This design comes from an exercise in tuning for small area, a short achievable clock period and few clock cycles per item on the open sky130 flow, not from production work. In this exercise RTL edits were held to simulation tests only and were not proved equivalent to the original. Power figures rest on the tool's default switching activity, not on a simulated workload.

`flow/config.mk`:
```
export PLATFORM = sky130hd
export DESIGN_NAME = lkst_top
export DESIGN_NICKNAME = lkst_top
export VERILOG_FILES = /design/flow/design.v
export SDC_FILE = /design/flow/constraint.sdc
export NUM_CORES = 4
export LEC_CHECK = 0
export CAP_MARGIN = 20
export CORE_MARGIN = 2
export CORE_UTILIZATION = 45
export SETUP_SLACK_MARGIN = 2.0
export SLEW_MARGIN = 20
export TNS_END_PERCENT = 5
```
`flow/constraint.sdc`:
```
create_clock -name core_clock -period 5.0 [get_ports {clk}]
set_input_delay 1.0000 -clock core_clock [delete_from_list [all_inputs] [get_ports {clk}]]
set_output_delay 1.0000 -clock core_clock [all_outputs]
set_load 0.01 [all_outputs]
```
`flow/design.v`:
```
module lkst_top
(
    input  logic        clk,
    input  logic        rst_n,
    input  logic        in_valid,
    output logic        in_ready,
    input  logic        in_action,
    input  logic [31:0] in_now_tick,
    input  logic [7:0]  in_protocol,
    input  logic [31:0] in_sensor_id,
    input  logic [7:0]  in_channel,
    input  logic [15:0] in_temperature,
    input  logic [7:0]  in_humidity,
    input  logic [1:0]  in_battery,
    input  logic [2:0]  in_read_slot,
    output logic        out_valid,
    input  logic        out_ready,
    output logic [2:0]  out_slot_index,
    output logic        out_key_hit,
    output logic        out_evicted,
    output logic [3:0]  out_fill_count,
    output logic        out_slot_valid,
    output logic [7:0]  out_protocol,
    output logic [31:0] out_sensor_id,
    output logic [7:0]  out_channel,
    output logic [15:0] out_temperature,
    output logic [7:0]  out_humidity,
    output logic [1:0]  out_battery,
    output logic [31:0] out_age_ticks
);
    localparam int N = 8;
    logic [N-1:0]        r_valid;
    logic [N-1:0][47:0]  r_key;
    logic [N-1:0][25:0]  r_pay;
    logic [N-1:0][31:0]  r_seen;
    logic [N-1:0][N-1:0] r_old;
    logic [3:0]          r_count;
    logic                r_pv;
    logic                r_act;
    logic [47:0]         r_ikey;   
    logic [25:0]         r_ipay;
    logic [31:0]         r_tick;
    logic [2:0]          r_rslot;
    logic [N-1:0]        r_hoh;    
    logic                r_hit;    
    logic [N-1:0]        r_rsel;   
    logic [N-1:0]        r_tlt;    
    logic [N-1:0]        r_tgt;    
    logic [N-1:0]        r_lru;    
    logic                r_ovld;
    logic [2:0]          r_oslot;
    logic                r_ohit;
    logic                r_oevict;
    logic                r_osv;
    logic [47:0]         r_okey;
    logic [25:0]         r_opay;
    logic [31:0]         r_oage;
    logic [47:0]         key;
    logic                accept;
    logic                out_free;
    logic                fire;
    logic                up;
    logic [N-1:0]        eq;
    logic [N-1:0]        mv;
    logic                eq_prev;
    logic [N-1:0]        hit_oh;
    logic [N-1:0]        free_oh;
    logic [N-1:0]        lru_oh;
    logic [N-1:0]        slot_oh;
    logic [2:0]          slot;
    logic                hit;
    logic                full;
    logic [N-1:0]        wen;
    logic [N-1:0]        t_lt;    
    logic [N-1:0]        t_gt;    
    logic                f_lt;    
    logic                f_gt;
    logic [N-1:0]        lru_next;
    logic [47:0]         rd_key;
    logic [25:0]         rd_pay;
    logic                rd_valid;
    logic [N-1:0]        in_rdec;
    logic [32:0]         in_age;
    function automatic logic [N-1:0] first1(logic [N-1:0] v);
        logic         seen;
        first1 = '0;
        seen   = 1'b0;
        for (int i = 0; i < N; i++) begin
            first1[i] = v[i] && !seen;
            seen      = seen || v[i];
        end
    endfunction
    function automatic logic [1:0] cmp31(logic [30:0] a, logic [30:0] b);
        logic [31:0] g;
        logic [31:0] l;
        g = {1'b0, a & ~b};
        l = {1'b0, ~a & b};
        for (int w = 16; w >= 1; w = w / 2) begin
            for (int i = 0; i < w; i++) begin
                g[i] = g[2*i+1] | (!l[2*i+1] & g[2*i]);
                l[i] = l[2*i+1] | (!g[2*i+1] & l[2*i]);
            end
        end
        cmp31 = {g[0], l[0]};
    endfunction
    assign key      = {in_protocol, in_sensor_id, in_channel};
    assign out_free = !r_ovld || out_ready;
    assign fire     = r_pv && out_free;
    assign in_ready = !r_pv || out_free;
    assign accept   = in_valid && in_ready;
    assign up       = fire && !r_act;
    always_comb begin
        for (int j = 0; j < N; j++) begin
            eq[j] = r_key[j] == key;
        end
    end
    assign eq_prev = r_ikey == key;
    always_comb begin
        for (int j = 0; j < N; j++) begin
            mv[j] = wen[j] ? eq_prev : (r_valid[j] && eq[j]);
        end
    end
    assign hit     = r_hit;
    assign full    = &r_valid;
    assign hit_oh  = r_hoh;
    assign free_oh = first1(~r_valid);
    function automatic logic [N-1:0] lru_steps(logic [N-1:0] p0, int lo, int hi,
                                               logic [N-1:0][N-1:0] old);
        logic [N-1:0] p;
        logic         take;
        p = p0;
        for (int i = 1; i < N; i++) begin
            if (i >= lo && i <= hi) begin
                take = |(p & old[i]);
                if (take) begin
                    p = '0;
                    p[i] = 1'b1;
                end
            end
        end
        lru_steps = p;
    endfunction
    function automatic logic [N-1:0] lru_pick(logic [N-1:0][N-1:0] old);
        logic [N-1:0] q;
        logic [N-1:0] r;
        q = lru_steps(8'b1, 1, 3, old);
        lru_pick = '0;
        for (int c = 0; c < 4; c++) begin
            r = lru_steps(8'(1 << c), 4, 7, old);
            lru_pick = lru_pick | (r & {N{q[c]}});
        end
    endfunction
    always_comb begin : lru_after
        logic [N*N-1:0] m;
        lru_next = '0;
        for (int k = 0; k < N; k++) begin
            m = r_old;
            for (int j = 0; j < k; j++) m[k*N+j] = r_tlt[j];
            for (int i = k + 1; i < N; i++) m[i*N+k] = r_tgt[i];
            lru_next = lru_next | (lru_pick(m) & {N{wen[k]}});
        end
    end
    assign lru_oh = r_lru;
    assign slot_oh = hit ? hit_oh : (!full ? free_oh : lru_oh);
    assign wen     = up ? slot_oh : '0;
    always_comb begin
        slot = '0;
        for (int i = 0; i < N; i++) begin
            if (slot_oh[i]) slot = slot | 3'(i);
        end
    end
    always_comb begin : tick_cmp
        logic [1:0] c;
        logic       x;
        for (int j = 0; j < N; j++) begin
            c = cmp31(in_now_tick[30:0], r_seen[j][30:0]);
            x = in_now_tick[31] ^ r_seen[j][31];
            t_lt[j] = x ^ c[0];
            t_gt[j] = x ^ c[1];
        end
        c = cmp31(in_now_tick[30:0], r_tick[30:0]);
        x = in_now_tick[31] ^ r_tick[31];
        f_lt = x ^ c[0];
        f_gt = x ^ c[1];
    end
    always_comb begin
        rd_key  = '0;
        rd_pay  = '0;
        for (int j = 0; j < N; j++) begin
            rd_key  = rd_key  | (r_key[j]  & {48{r_rsel[j]}});
            rd_pay  = rd_pay  | (r_pay[j]  & {26{r_rsel[j]}});
        end
    end
    assign rd_valid = |r_rsel;
    always_comb begin : age_lo
        logic [31:0] seen_tab;
        logic        fwd;
        logic [16:0] lo_fwd;
        logic [16:0] lo_tab;
        seen_tab = '0;
        for (int j = 0; j < N; j++) begin
            in_rdec[j] = in_read_slot == 3'(j);
            seen_tab   = seen_tab | (r_seen[j] & {32{in_rdec[j]}});
        end
        fwd    = |(wen & in_rdec);
        lo_fwd = {1'b0, in_now_tick[15:0]} - {1'b0, r_tick[15:0]};
        lo_tab = {1'b0, in_now_tick[15:0]} - {1'b0, seen_tab[15:0]};
        in_age = fwd ? {lo_fwd[16], r_tick[31:16], lo_fwd[15:0]}
                     : {lo_tab[16], seen_tab[31:16], lo_tab[15:0]};
    end
    always_ff @(posedge clk) begin
        if (accept) begin
            r_act   <= in_action;
            r_ikey  <= in_action ? {15'b0, in_age} : key;
            r_ipay  <= {in_temperature, in_humidity, in_battery};
            r_tick  <= in_now_tick;
            r_rslot <= in_read_slot;
            r_hoh   <= first1(mv);
            r_hit   <= |mv;
            for (int j = 0; j < N; j++) begin
                r_rsel[j] <= in_rdec[j] && (r_valid[j] || wen[j]);
                r_tlt[j]  <= wen[j] ? f_lt : t_lt[j];
                r_tgt[j]  <= wen[j] ? f_gt : t_gt[j];
            end
        end
        for (int j = 0; j < N; j++) begin
            if (wen[j]) begin
                r_key[j]  <= r_ikey;
                r_pay[j]  <= r_ipay;
                r_seen[j] <= r_tick;
            end
        end
        for (int i = 1; i < N; i++) begin
            for (int j = 0; j < i; j++) begin
                if (wen[i]) begin
                    r_old[i][j] <= r_tlt[j];
                end else if (wen[j]) begin
                    r_old[i][j] <= r_tgt[i];
                end
            end
        end
        if (|wen) begin
            r_lru <= lru_next;
        end
        if (fire) begin
            r_oslot  <= r_act ? r_rslot : slot;
            r_ohit   <= !r_act && hit;
            r_oevict <= !r_act && !hit && full;
            r_osv    <= !r_act || rd_valid;
            r_okey   <= r_act ? rd_key : r_ikey;
            r_opay   <= r_act ? rd_pay : r_ipay;
            r_oage   <= (r_act && rd_valid) ?
                        {r_tick[31:16] - r_ikey[31:16] - 16'(r_ikey[32]), r_ikey[15:0]} : '0;
        end
    end
    always_ff @(posedge clk) begin
        if (!rst_n) begin
            r_valid <= '0;
            r_count <= '0;
            r_ovld  <= 1'b0;
            r_pv    <= 1'b0;
        end else begin
            r_valid <= r_valid | wen;
            if (up && !hit && !full) begin
                r_count <= r_count + 4'd1;
            end
            if (accept) begin
                r_pv <= 1'b1;
            end else if (fire) begin
                r_pv <= 1'b0;
            end
            if (fire) begin
                r_ovld <= 1'b1;
            end else if (out_ready) begin
                r_ovld <= 1'b0;
            end
        end
    end
    assign out_valid      = r_ovld;
    assign out_slot_index = r_oslot;
    assign out_key_hit    = r_ohit;
    assign out_evicted    = r_oevict;
    assign out_fill_count = r_count;
    assign out_slot_valid = r_osv;
    assign {out_protocol, out_sensor_id, out_channel} = r_okey;
    assign {out_temperature, out_humidity, out_battery} = r_opay;
    assign out_age_ticks  = r_oage;
endmodule
```
`flow/flow/run.sh`:
```
#!/bin/bash
# The standard layout, with a plain buffer on each port and CTS with
# smaller clock buffers and without dummy balancing loads.
set -euo pipefail
export BUFFER_PORTS_ARGS="-buffer_cell sky130_fd_sc_hd__buf_2"
export CTS_ARGS="-sink_clustering_enable -repair_clock_nets -dont_use_dummy_load -buf_list sky130_fd_sc_hd__clkbuf_8"
bash standard.sh > standard.log 2>&1
```
`flow/standard.sh`:
```
#!/bin/bash
# synth_recipe.tcl (not shown) runs the flow's synth.tcl, then flattens the netlist and writes it again
# the make line also repeats each setting of config.mk as NAME=value (left out here)
make -C /OpenROAD-flow-scripts/flow DESIGN_CONFIG=/design/flow/config.mk WORK_HOME=/design/flow/orfs CLKGATE_MAP_FILE= SYNTH_SCRIPT=/design/flow/synth_recipe.tcl "${@:-finish}"
```
==> results of run 1 <==
## worst max-delay path by stage
stage / startpoint / end / slack (ns)
CTS: r_old[32] / r_lru[4] / 1.46
floorplan: out_ready / r_hoh[7] / -0.37
detailed placement: in_read_slot[0] / r_ikey[14] / 0.18
global route: r_ikey[32] / r_oage[31] / 1.56
finish: in_read_slot[2] / r_ikey[14] / 1.66
global placement: in_read_slot[0] / r_ikey[14] / 0.22
## cell type report
class,instances,area [sq um],area share
sequential,1151,34500,0.525
antenna,10,25.0,0.000382
clock buffer,194,2670,0.0407
inverter,264,1070,0.0163
timing repair inverter,1,8.76,0.000134
multi-input combinational,3047,22000,0.335
timing repair buffer,478,3300,0.0504
tap,1662,2080,0.0317
## per-layer routing
layer | up-vias | wire length (um) | track usage
met5 | - | 185 | 0
met4 | 26 | 10800 | 0.143
met3 | 517 | 25500 | 0.0810
met2 | 2841 | 104000 | 0.532
met1 | 22600 | 92000 | 0.477
li1 | 19000 | - | -
## power by group
part	switching [mW]	internal, mW	total, mW
clock network	3.55	3.39	6.94
logic	1.96	1.00	2.96
registers	0.271	10.9	11.2
## registers in the layout, indices dropped and copies added (netlist names), 3 cells and up
name,count
r_count,4
r_hoh,8
r_ikey,48
r_ipay,26
r_key,384
r_lru,8
r_oage,32
r_okey,48
r_old,28
r_opay,26
r_oslot,3
r_pay,208
r_rsel,8
r_rslot,3
r_seen,256
r_tgt,7
r_tick,32
r_tlt,7
r_valid,8
## cell usage in the layout (no fill, tap or decap), types with 62 or more instances in the layout
| cell type | netlist | final |
|---|---|---|
| ha_1 | 78 | 71 |
| a22oi_1 | 126 | 126 |
| edfxtp_1 | 1137 | 1137 |
| maj3_1 | 112 | 112 |
| nor2_1 | 270 | 261 |
| nand2_1 | 197 | 192 |
| xor2_1 | 231 | 229 |
| buf_2 | 20 | 224 |
| a21oi_1 | 266 | 249 |
| clkbuf_8 | 0 | 194 |
| o21ai_0 | 268 | 245 |
| inv_1 | 254 | 246 |
| nand4_1 | 77 | 77 |
| nor3_1 | 69 | 62 |
| xnor2_1 | 200 | 178 |
| a22o_1 | 186 | 186 |
| buf_4 | 1 | 221 |
| a31oi_1 | 99 | 96 |
| a221oi_1 | 200 | 195 |
## cells by family after synthesis
| family | count (synthesis) | synth area share |
|---|---|---|
| compound gates | 1449 | 0.174 |
| xor+xnor | 431 | 0.0657 |
| fa+ha+maj | 197 | 0.0385 |
| buf+inv | 540 | 0.0361 |
| flops | 1151 | 0.599 |
| mux | 42 | 0.00749 |
| simple gates | 926 | 0.0794 |
## worst max-delay path: stages
cell and delay (ns):
buf_8 0.11, buf_6 0.12, and3_4 0.19, a22o_1 0.21, a221oi_2 0.17, and3_4 0.23, ha_4 0.21, a21o_1 0.19
a21oi_2 0.17, o21ai_1 0.09, a21o_1 0.18, a21oi_2 0.21, nor2_2 0.07, o21bai_2 0.20, nor4b_4 0.23, o41ai_1 0.08
a31oi_1 0.19, a21oi_1 0.06
## metrics by stage
step           worst slack (ns)   util  std cells  TNS, ns  hold slack, ns
2_1_floorplan            -0.365      -       4736   -28.84           0.499
3_3_place_gp              0.218  0.478       6477        0           0.549
3_5_place_dp              0.182  0.478       6477        0           0.570
4_1_cts                    1.46  0.512       6768        0           0.131
5_1_grt                    1.56  0.515       6801        0           0.143
6_report                   1.66  0.515       6807        0           0.201
## what timing repair did
action                                  4_1_cts  5_1_grt
resized for setup                           191       58
gates cloned                                  4        0
buffers inserted                             93       29
pin swaps                                    83       22
endpoints found under the setup margin      554       68
==> flow_summary.toml, run 1 <==
[run_status]
status = "complete, no violations"

[setup_path]
path_class = "in2reg"
crit_fanout = 5
cp-end-kind = "flop"
cp.required_ns = 5.60
r2r_end = "r_lru[4]"
r2r-start = "r_old[33]"
arrival_ns = 3.94
start_kind = "primary input"
reg2regPathDepth = 12
r2r_slack_ns = 1.72

[worst_hold_path]
min_from = "in_temperature[4]"
holdPathStages = 1
min_to = "r_ipay[14]"
hold_path.class = "in2reg"

[layout]
area_growth_pct = 14.1
fill_cells = 11200
fin_nets = 5333
final_area_sq_um = 65600
layout-drive-gt1-share = 0.169

[yosys]
synth_top_area_share = 0.594
synth.most_common_cell = "edfxtp_1"
yosys.area.top_type = "edfxtp_1"
synth_area_per_cell_sq_um = 12.1
seq_area_frac_synth = 0.599
synth_fp_nets = 4932
synth-edff-count = 1137
yosysUniqueCellTypes = 86
synth_top_flop_cell = "edfxtp_1"
synth-seq-cells = 1151
synthCells = 4736
synthArstFlopShare = 0
ys_warn_count = 18
syn_area_sq_um = 57500
synthTopCellsByCount = "edfxtp_1 (1,137), nor2_1 (270), o21ai_0 (268), a21oi_1 (266), inv_1 (254)"
synth_area_leaders = "edfxtp_1 (59%), xor2_1 (3.5%), a221oi_1 (3.0%), xnor2_1 (3.0%), a22o_1 (2.8%)"

[die]
core_sq_um = 127000
initial_core_util = 0.452
io_pins = 232
die_w_um = 361
placementRows = 131
fp.dieH_um = 361
dieArea_sq_um = 131000

[route]
wl_um = 232000
wl_per_cell_um = 34.1
drc_errors = 0
first_pass_iters = 6
vias = 45000
vias_per_cell = 6.62
drt_iter0_drc = 6984
antenna_left = 0

[sta]
rsz0062_at_grt = "true"
finalHoldViolCount = 0
finalSetupViolCount = 0
post-route-min-period_ns = 3.34
min_period_over_period = 0.667
drv_slew = 0
slew_headroom = 0.286
fmax_ghz = 0.300
worst_pin_slew_ns = 1.06
fin_skew_ns = 0.127

[global_route]
track_usage = 0.348
grt_pass1_wl_um = 322000
grt_overflow = 0
grt_pass1_vias = 42100
grt_max_degree = 113
grt_antenna_before_repair = 25

[clocking]
cts_tree = "done"
clk_pin_slew_worst_paths_ns = 0.06
clock_latency_ns = 0.98
cts.sinks = 1151
hold_buffers = 0
clk_path_buf_depth = 3
root_buffer = "clkbuf_8"
cts-buffers-inserted = 194
h-tree-depth = 4

[pwr]
p_per_area_nw_per_um2 = 322
leakagePower_nw = 23.0
p_total_mw = 21.1
vdd.ir_drop.worst_mv = 0.303

[placement]
place_hpwl_um = 159000
gp_congestion = 1.04
postPlaceCellArea_sq_um = 60800
io_buffers = 231

[job]
maxCapViolCount = 0
Testbench counts, summed over its fixed seeds: cycles 4,816, items 4,800.
==> run 2, diff against run 1 <==
--- a/flow/design.v
+++ b/flow/design.v
@@ -40,4 +40,5 @@
     logic [47:0]         r_ikey;   
-    logic [25:0]         r_ipay;
-    logic [31:0]         r_tick;
+    logic [25:0]         r_ipay;   
+    logic [31:0]         r_tick;   
+    logic                r_rv;     
     logic [2:0]          r_rslot;
@@ -45,3 +46,2 @@
     logic                r_hit;    
-    logic [N-1:0]        r_rsel;   
     logic [N-1:0]        r_tlt;    
@@ -49,13 +49,4 @@
     logic [N-1:0]        r_lru;    
-    logic                r_ovld;
-    logic [2:0]          r_oslot;
-    logic                r_ohit;
-    logic                r_oevict;
-    logic                r_osv;
-    logic [47:0]         r_okey;
-    logic [25:0]         r_opay;
-    logic [31:0]         r_oage;
     logic [47:0]         key;
     logic                accept;
-    logic                out_free;
     logic                fire;
@@ -82,3 +73,4 @@
     logic [N-1:0]        in_rdec;
-    logic [32:0]         in_age;
+    logic [N-1:0]        rd_sel;
+    logic [31:0]         age;
     function automatic logic [N-1:0] first1(logic [N-1:0] v);
@@ -106,5 +98,4 @@
     assign key      = {in_protocol, in_sensor_id, in_channel};
-    assign out_free = !r_ovld || out_ready;
-    assign fire     = r_pv && out_free;
-    assign in_ready = !r_pv || out_free;
+    assign fire     = r_pv && out_ready;
+    assign in_ready = !r_pv || out_ready;
     assign accept   = in_valid && in_ready;
@@ -185,16 +176,11 @@
     end
-    always_comb begin
-        rd_key  = '0;
-        rd_pay  = '0;
-        for (int j = 0; j < N; j++) begin
-            rd_key  = rd_key  | (r_key[j]  & {48{r_rsel[j]}});
-            rd_pay  = rd_pay  | (r_pay[j]  & {26{r_rsel[j]}});
-        end
-    end
-    assign rd_valid = |r_rsel;
-    always_comb begin : age_lo
+    always_comb begin : read_port
         logic [31:0] seen_tab;
+        logic [47:0] key_tab;
+        logic [25:0] pay_tab;
         logic        fwd;
-        logic [16:0] lo_fwd;
-        logic [16:0] lo_tab;
+        logic [31:0] a_fwd;
+        logic [31:0] a_tab;
+        key_tab  = '0;
+        pay_tab  = '0;
         seen_tab = '0;
@@ -202,9 +188,14 @@
             in_rdec[j] = in_read_slot == 3'(j);
+            rd_sel[j]  = in_rdec[j] && r_valid[j];
+            key_tab    = key_tab  | (r_key[j]  & {48{rd_sel[j]}});
+            pay_tab    = pay_tab  | (r_pay[j]  & {26{rd_sel[j]}});
             seen_tab   = seen_tab | (r_seen[j] & {32{in_rdec[j]}});
         end
-        fwd    = |(wen & in_rdec);
-        lo_fwd = {1'b0, in_now_tick[15:0]} - {1'b0, r_tick[15:0]};
-        lo_tab = {1'b0, in_now_tick[15:0]} - {1'b0, seen_tab[15:0]};
-        in_age = fwd ? {lo_fwd[16], r_tick[31:16], lo_fwd[15:0]}
-                     : {lo_tab[16], seen_tab[31:16], lo_tab[15:0]};
+        fwd      = |(wen & in_rdec);
+        rd_key   = fwd ? r_ikey : key_tab;
+        rd_pay   = fwd ? r_ipay : pay_tab;
+        rd_valid = fwd || (|rd_sel);
+        a_fwd = in_now_tick - r_tick;
+        a_tab = in_now_tick - seen_tab;
+        age   = (a_fwd & {32{fwd}}) | (a_tab & {32{!fwd}});
     end
@@ -213,5 +204,6 @@
             r_act   <= in_action;
-            r_ikey  <= in_action ? {15'b0, in_age} : key;
-            r_ipay  <= {in_temperature, in_humidity, in_battery};
-            r_tick  <= in_now_tick;
+            r_ikey  <= in_action ? rd_key : key;
+            r_ipay  <= in_action ? rd_pay : {in_temperature, in_humidity, in_battery};
+            r_tick  <= in_action ? (age & {32{rd_valid}}) : in_now_tick;
+            r_rv    <= rd_valid;
             r_rslot <= in_read_slot;
@@ -220,3 +212,2 @@
             for (int j = 0; j < N; j++) begin
-                r_rsel[j] <= in_rdec[j] && (r_valid[j] || wen[j]);
                 r_tlt[j]  <= wen[j] ? f_lt : t_lt[j];
@@ -244,12 +235,2 @@
         end
-        if (fire) begin
-            r_oslot  <= r_act ? r_rslot : slot;
-            r_ohit   <= !r_act && hit;
-            r_oevict <= !r_act && !hit && full;
-            r_osv    <= !r_act || rd_valid;
-            r_okey   <= r_act ? rd_key : r_ikey;
-            r_opay   <= r_act ? rd_pay : r_ipay;
-            r_oage   <= (r_act && rd_valid) ?
-                        {r_tick[31:16] - r_ikey[31:16] - 16'(r_ikey[32]), r_ikey[15:0]} : '0;
-        end
     end
@@ -259,3 +240,2 @@
             r_count <= '0;
-            r_ovld  <= 1'b0;
             r_pv    <= 1'b0;
@@ -271,18 +251,13 @@
             end
-            if (fire) begin
-                r_ovld <= 1'b1;
-            end else if (out_ready) begin
-                r_ovld <= 1'b0;
-            end
-        end
-    end
-    assign out_valid      = r_ovld;
-    assign out_slot_index = r_oslot;
-    assign out_key_hit    = r_ohit;
-    assign out_evicted    = r_oevict;
-    assign out_fill_count = r_count;
-    assign out_slot_valid = r_osv;
-    assign {out_protocol, out_sensor_id, out_channel} = r_okey;
-    assign {out_temperature, out_humidity, out_battery} = r_opay;
-    assign out_age_ticks  = r_oage;
+        end
+    end
+    assign out_valid      = r_pv;
+    assign out_slot_index = r_act ? r_rslot : slot;
+    assign out_key_hit    = !r_act && hit;
+    assign out_evicted    = !r_act && !hit && full;
+    assign out_fill_count = (!r_act && !hit && !full) ? r_count + 4'd1 : r_count;
+    assign out_slot_valid = !r_act || r_rv;
+    assign {out_protocol, out_sensor_id, out_channel} = r_ikey;
+    assign {out_temperature, out_humidity, out_battery} = r_ipay;
+    assign out_age_ticks  = r_act ? r_tick : '0;
 endmodule
==> flow/flow/run.sh (replaced) <==
#!/bin/bash
# The standard layout, with a plain buffer on each port and CTS without
# dummy balancing loads.
set -euo pipefail
export BUFFER_PORTS_ARGS="-buffer_cell sky130_fd_sc_hd__buf_2"
export CTS_ARGS="-sink_clustering_enable -repair_clock_nets -dont_use_dummy_load"
bash standard.sh > standard.log 2>&1
==> flow_summary.toml, run 2 <==
[yosys]
synth-edff-count = 1018
synth_fp_nets = 4945
synth_area_leaders = "edfxtp_1 (55%), xor2_1 (3.9%), xnor2_1 (3.5%), maj3_1 (2.8%), a221oi_1 (2.7%)"
synth_compound_area_frac = 0.174
yosys.area_share.adder = 0.0508
synth_xor_area_frac = 0.0739
yosys.area.top_type = "edfxtp_1"
yosys.area_share.simple = 0.102
synth_area_per_cell_sq_um = 11.7
yosysUniqueCellTypes = 108
seq_area_frac_synth = 0.556
ys_warn_count = 18
synth.most_common_cell = "edfxtp_1"
synth_top_area_share = 0.551
synthCells = 4733
synthArstFlopShare = 0
syn_area_sq_um = 55400
synth_top_flop_cell = "edfxtp_1"
synth_top_family_by_area = "compound AO/OA/AOI/OAI gates"
synthTopCellsByCount = "edfxtp_1 (1,018), a21oi_1 (258), xor2_1 (249), nor2_1 (246), xnor2_1 (219)"
synthMuxAreaShare = 0.00867
synth-seq-cells = 1031

[setup_path]
startpoint = "in_read_slot[2]"
arrival_ns = 4.20
cp.required_ns = 5.47
reg2regPathDepth = 15
cp-end-kind = "flop"
start_kind = "primary input"
slowest_stage = "ha_4"
crit_family = "compound AO/OA/AOI/OAI gates"
crit_fanout = 9
r2r-start = "r_seen[70]"
crit_path_max_incr_delay_ns = 0.26
r2r_slack_ns = 1.31
r2r_end = "r_tick[29]"
cp_num_buf_inv = 5
path_class = "in2reg"
crit_chain = "buf_16, buf_8, nor3_4, buf_4, buf_6, a22oi_1, o21ai_0, a21oi_2, ha_4, a21o_1, a21o_1, a21oi_2, nor2b_4, a31oi_4, buf_4, a31oi_4, a21o_1, a21oi_2, xnor2_1, a31o_2"

[route]
wl_per_cell_um = 32.6
vias_per_cell = 6.61
wl_met1_um = 87700
drc_errors = 0
vias = 44900
first_pass_iters = 8
routed.top_layer = "met5"
met2_wirelength_um = 101000
antenna_left = 0
wl_um = 222000
drt_iter0_drc = 6354
wl_met3_um = 22000

[global_route]
grt_pass1_vias = 41700
track_usage = 0.340
grt_antenna_before_repair = 15
grt_overflow = 0
grt_max_degree = 114
grt_pass1_wl_um = 309000

[pwr]
vdd.ir_drop.worst_mv = 0.327
clockPowerShare = 0.356
p_sw_mw = 5.38
leakagePower_nw = 22.9
p_per_area_nw_per_um2 = 305
switching_share = 0.267
power.internal_mw = 14.8
combinationalPowerShare = 0.150
pwr-share-seq = 0.494

[layout]
layout_common_cells = "edfxtp_1 (1,018), buf_4 (281), xor2_1 (246)"
area_growth_pct = 19.3
layout-drive-gt1-share = 0.207
final_area_sq_um = 66100
final_util = 0.542
instances_no_fill = 6800
top_register = "r_key"
reg_top3 = "r_key (384), r_seen (256), r_pay (208)"
layout_commonest_cell = "edfxtp_1"
fin_nets = 5381
largest_reg_flops = 384

[sta]
min_period_over_period = 0.747
drv_slew = 0
fin_skew_ns = 0.100
finalHoldViolCount = 0
rsz0062_at_grt = "true"
fmax_ghz = 0.268
slew_headroom = 0.282
finalSetupViolCount = 0
setup-tns-final_ns = 0
worst_pin_slew_ns = 1.07
post-route-min-period_ns = 3.74

[die]
fp.dieH_um = 355
io_pins = 232
initial_core_util = 0.454
core_sq_um = 122000
die_w_um = 355
placementRows = 128
dieArea_sq_um = 126000

[run_status]
status = "complete, no violations"

[clocking]
clock_latency_ns = 0.76
cts_tree = "done"
root_buffer = "clkbuf_16"
hold_buffers = 0
clk_pin_slew_worst_paths_ns = 0.06
cts.sinks = 1031
cts-buffers-inserted = 113
h-tree-depth = 3
clk_path_buf_depth = 3

[placement]
dp_cells = 6448
gp_congestion = 0.990
postPlaceCellArea_sq_um = 58900
place_hpwl_um = 149000
io_buffers = 231

[worst_hold_path]
min_to = "r_seen[4]"
holdPathStages = 0
hold_path.class = "reg2reg"
min_from = "r_tick[4]"

[job]
maxCapViolCount = 0
[run 2: logic make-up after synthesis]
family                     after synthesis
buffers and inverters                  493
DFF                                   1031
AOI/OAI and AO/OA                     1364
xor gates and xnor gates               468
muxes                                   42
adders and majority gates              255
and+or+nand+nor                       1080
[run 2: per-layer routing]
layer,up-vias,track usage
met1,22600,0.470
met3,500,0.0535
met2,2825,0.531
met5,-,0
li1,19000,-
met4,12,0.149
[run 2: area by class of cell]
type / count / area, sq um
Sequential cell: 1031 / 30900
Tap cell: 1625 / 2030
Multi-Input combinational cell: 3211 / 24800
Timing Repair inverter: 2 / 13.8
Inverter: 227 / 1030
Fill cell: 10500 / 55900
Antenna cell: 8 / 20.0
Clock buffer: 113 / 2830
Timing Repair Buffer: 583 / 4550
[run 2: worst max-delay path by stage]
| stage | slack, ns | cells after the start | endpoint |
|---|---|---|---|
| finish | 1.26 | 20 | r_tick[29] |
| global route | 1.19 | 18 | r_tick[31] |
| CTS | 1.27 | 14 | r_tick[31] |
| detailed placement | 0.06 | 15 | r_tick[31] |
| global placement | 0.13 | 17 | r_tick[31] |
| floorplan | 0.92 | 19 | r_tick[20] |
[run 2: worst reg2reg max path, stage by stage (launching register included)]
cell and delay [ns]:
edfxtp_1 0.47, mux2i_1 0.18, o211ai_1 0.10, a222oi_1 0.59, ha_1 0.37, a21o_1 0.17, a21o_1 0.19, a21oi_4 0.17
o22ai_4 0.11, o21ai_4 0.20, buf_4 0.16, a31oi_4 0.08, a21o_1 0.18, a21oi_2 0.12, xnor2_1 0.08, a31o_2 0.25
[run 2: timing repair]
item                       in CTS  in global routing
pin swaps                      81                113
setup endpoints to repair     765                538
hold endpoints to repair        0                  0
setup buffers                 118                102
cloned                          6                  5
resized for setup             215                314
[run 2: metrics by stage]
step	total power, mW	hold slack [ns]	setup slack [ns]
after floorplan	11.6	0.509	0.923
after global placement	12.6	0.565	0.133
after detailed placement	12.6	0.578	0.0634
after CTS	19.9	0.553	1.27
after global routing	20.7	0.536	1.19
final	20.2	0.509	1.26
[run 2: power by group through the flow]
stage	clock network [mW]	registers (mW)	logic, mW
floorplan	0	10.1	1.49
global placement	0	10.2	2.37
detailed placement	0	10.2	2.37
CTS	7.23	9.99	2.63
global route	7.53	9.99	3.17
finish	7.19	9.98	3.02
Testbench counts of run 2, summed over its fixed seeds: cycles 4,808, items 4,800.

==> port drivers added, routing unchanged <==
How much do the figures lean on ideal ports? The routed layouts below were timed once more, with nothing changed but the port constraints.
Step 1, drivers: a clkbuf_16 drives clk and a buf_2 each remaining input, both assumed.
Step 2 also shifts input and output timing later by t, the mid clock arrival at the registers, as if the neighbouring blocks saw the same clock.
Slacks: ideal / step 1 / step 2; pairs: ideal / step 1.
run | shift t [ns] | slack for setup (ns) | worst data-port slew with drivers (ns) | pins driven straight from the clock port
run 1 | 0.984 | 1.664 / 1.647 / 0.664 | 0.15 | 1
run 2 | 0.798 | 1.264 / 1.218 / 0.420 | 0.18 | 1
After both steps every run listed still meets setup and hold. The setup slack of run 1, which loses most, moves by -0.017 ns with the drivers and by -1.000 ns with both steps.
